Background: an optimization exercise with open tools, aiming at small area, a short achievable clock period and few clock cycles per item. Do not read the settings as production practice. The RTL was checked by simulation tests, not by an equivalence proof against the original design. Power and IR drop assume default switching activity.

== willow ==
## round_robin_task_scheduler_top
module round_robin_task_scheduler_top #(
    parameter int MAX_TASKS = 16
) (
    input  logic                  clk,
    input  logic                  rst_n,
    input  logic                  cmd_valid,
    output logic                  cmd_ready,
    input  logic [1:0]            cmd_op,
    input  logic [rrts_pkg::TASK_ID_W-1:0]  cmd_task_id,
    input  logic [rrts_pkg::SLEEP_MS_W-1:0] cmd_sleep_ms,
    output logic                  res_valid,
    input  logic                  res_ready,
    output logic [rrts_pkg::TASK_ID_W-1:0]  res_running_task,
    output logic                  res_idle,
    input  logic                  cfg_valid,
    output logic                  cfg_ready,
    input  logic [rrts_pkg::TICK_MS_W-1:0]  cfg_ms_per_tick
);
Size: ~5500 cells after synthesis, about 60 I/O pins, about 43000 µm² of cells after synthesis.
Settings: LEC_CHECK=0, ABC_AREA=1, CAP_MARGIN=20, CORE_MARGIN=2, CORE_UTILIZATION=75, CTS_CLUSTER_DIAMETER=60, CTS_CLUSTER_SIZE=24, PLACE_DENSITY=0.85, SETUP_SLACK_MARGIN=3.9, SLEW_MARGIN=20; clock period 6.5 ns.
standard.sh (not shown) runs the stock make flow with config.mk's settings and CLKGATE_MAP_FILE= SYNTH_SCRIPT=/design/flow/synth_recipe.tcl, a recipe that flattens the netlist after the stock synthesis.
==> flow/flow/run.sh <==
#!/bin/bash
# The standard layout (standard.sh, unchanged synthesis and steps), except that clock
# tree synthesis adds no dummy loads to the clock tree and the port buffers are buf_2 cells.
# The whole ORFS run's output goes to standard.log here; ORFS keeps each step's own log
# under orfs/logs/.
set -euo pipefail
export CTS_ARGS="-sink_clustering_enable -repair_clock_nets -sink_clustering_size 24 -sink_clustering_max_diameter 60 -dont_use_dummy_load"
export BUFFER_PORTS_ARGS="-buffer_cell sky130_fd_sc_hd__buf_2"
bash standard.sh > standard.log 2>&1
Per the final summary, willow finished and its layout is clean on timing, DRC and antenna.
Testbench counts of willow, summed over its fixed seeds: cycles 13,116, items 12,800.
## Diff of input files: indigo against willow
- PLACE_DENSITY changed from 0.85 to 0.66
- CORE_UTILIZATION changed from 75 to 45
==> flow/run.sh (new file) <==
#!/bin/bash
# synth_recipe.tcl (not shown) runs the flow's synth.tcl, then flattens the netlist and writes it again
# the make line also repeats each setting of config.mk as NAME=value (left out here)
make -C /OpenROAD-flow-scripts/flow DESIGN_CONFIG=/design/flow/config.mk WORK_HOME=/design/flow/orfs CLKGATE_MAP_FILE= SYNTH_SCRIPT=/design/flow/synth_recipe.tcl finish
removed: flow/flow/run.sh
removed: flow/standard.sh
Notes after the runs:
Sort willow and indigo by delay contributed by the slowest stage of the critical path, ascending, and willow comes first.
A capturing element of the worst setup path of run_oh[9] is what willow shows, while bef_q[14][15] belongs to indigo.
indigo vs willow: global-route usage down
Total number of cells along the worst setup path: indigo < willow
Share of cell area taken by flip-flops and latches for indigo: 2.2 points down relative to willow
Between willow and indigo, the difference in clock latency reported for the late side of the worst-skew pair is negligible.
| core utilization | higher: willow |
Input-level comparison between cedar and indigo:
- CORE_UTILIZATION changed from 45 to 68
- PLACE_DENSITY changed from 0.66 to 0.8
==> flow/flow/run.sh (new file) <==
#!/bin/bash
# The standard layout (standard.sh, unchanged synthesis and steps), except that clock
# tree synthesis adds no dummy loads to the clock tree and the port buffers are buf_2 cells.
# The whole ORFS run's output goes to standard.log here; ORFS keeps each step's own log
# under orfs/logs/.
set -euo pipefail
export CTS_ARGS="-sink_clustering_enable -repair_clock_nets -sink_clustering_size 24 -sink_clustering_max_diameter 60 -dont_use_dummy_load"
export BUFFER_PORTS_ARGS="-buffer_cell sky130_fd_sc_hd__buf_2"
bash standard.sh > standard.log 2>&1
==> flow/standard.sh (new file) <==
#!/bin/bash
# synth_recipe.tcl (not shown) runs the flow's synth.tcl, then flattens the netlist and writes it again
# the make line also repeats each setting of config.mk as NAME=value (left out here)
make -C /OpenROAD-flow-scripts/flow DESIGN_CONFIG=/design/flow/config.mk WORK_HOME=/design/flow/orfs CLKGATE_MAP_FILE= SYNTH_SCRIPT=/design/flow/synth_recipe.tcl "${@:-finish}"
removed: flow/run.sh
Results
For minimum hold slack, indigo and cedar come out practically identical. Relative to indigo, the global-route met2 utilization of cedar is higher by 20 points. Changes observed in cedar relative to indigo: final critical delay including setup and external delays rose 0.020 ns, utilization of the core after routing up 22 points. Diff indigo -> cedar: later-pin clock latency in the skew report did not really move; layout overhead on the synthesized area went down; post-route antenna net violation count did not really move; number of cells on the worst reg-to-reg path went up; peak clock frequency supported by timing went down. cedar has power per cell area below what indigo had. Total power of cedar is lower than that of indigo. Run comparison: cedar capture point of the critical path res_running_task[0]; indigo capture point of the critical path bef_q[14][15].
Changes in lagoon relative to cedar:
- a change of CORE_UTILIZATION from 68 to 45
- a change of PLACE_DENSITY from 0.8 to 0.65
Notes after the runs:
- lagoon reports its startpoint of the most critical setup path as a_tick while cedar reports f0[0].
- Re residual antenna-violating net count after detailed routing: no difference whatsoever between cedar and lagoon.
- Between cedar and lagoon, wire length of the first global-routing pass increased.
- On placed standard-cell area: between lagoon and cedar, it ends up higher for lagoon.
- Changes observed in lagoon relative to cedar: sequential share of layout area decreased 1.3 points; worst hold slack across all endpoints decreased 0.0078 ns; wire length reported by the detailed router increased about 4%.

separate check: timing with driven ports:
How much do the figures lean on ideal ports? The routed layouts below were timed once more, with nothing changed but the port constraints. Step 1 sets driving cells, clkbuf_16 on the clock port and buf_2 on the other inputs (assumed; they add their load-dependent delay and slew). Step 2 moves the port delays by t, midway between the first and last clock arrival at a register: inputs arrive t later, outputs are due t later. That takes back most of the time a late clock gives input paths. a / b / c = ideal / step 1 / step 2; a / b = the first two.
| run | shift t [ns] | slack for setup (ns) | pins driven straight from the clock port |
|---|---|---|---|
| willow | 0.691 | 3.872 / 3.846 / 3.399 | 1 |
| indigo | 0.710 | 3.910 / 3.876 / 3.294 | 1 |
| cedar | 0.703 | 3.890 / 3.823 / 3.352 | 1 |
| lagoon | 0.719 | 3.877 / 3.877 / 3.376 | 1 |
After both steps every run listed still meets setup and hold. For indigo, which loses most, drivers alone change the setup slack by -0.034 ns; drivers and shift together by -0.616 ns.
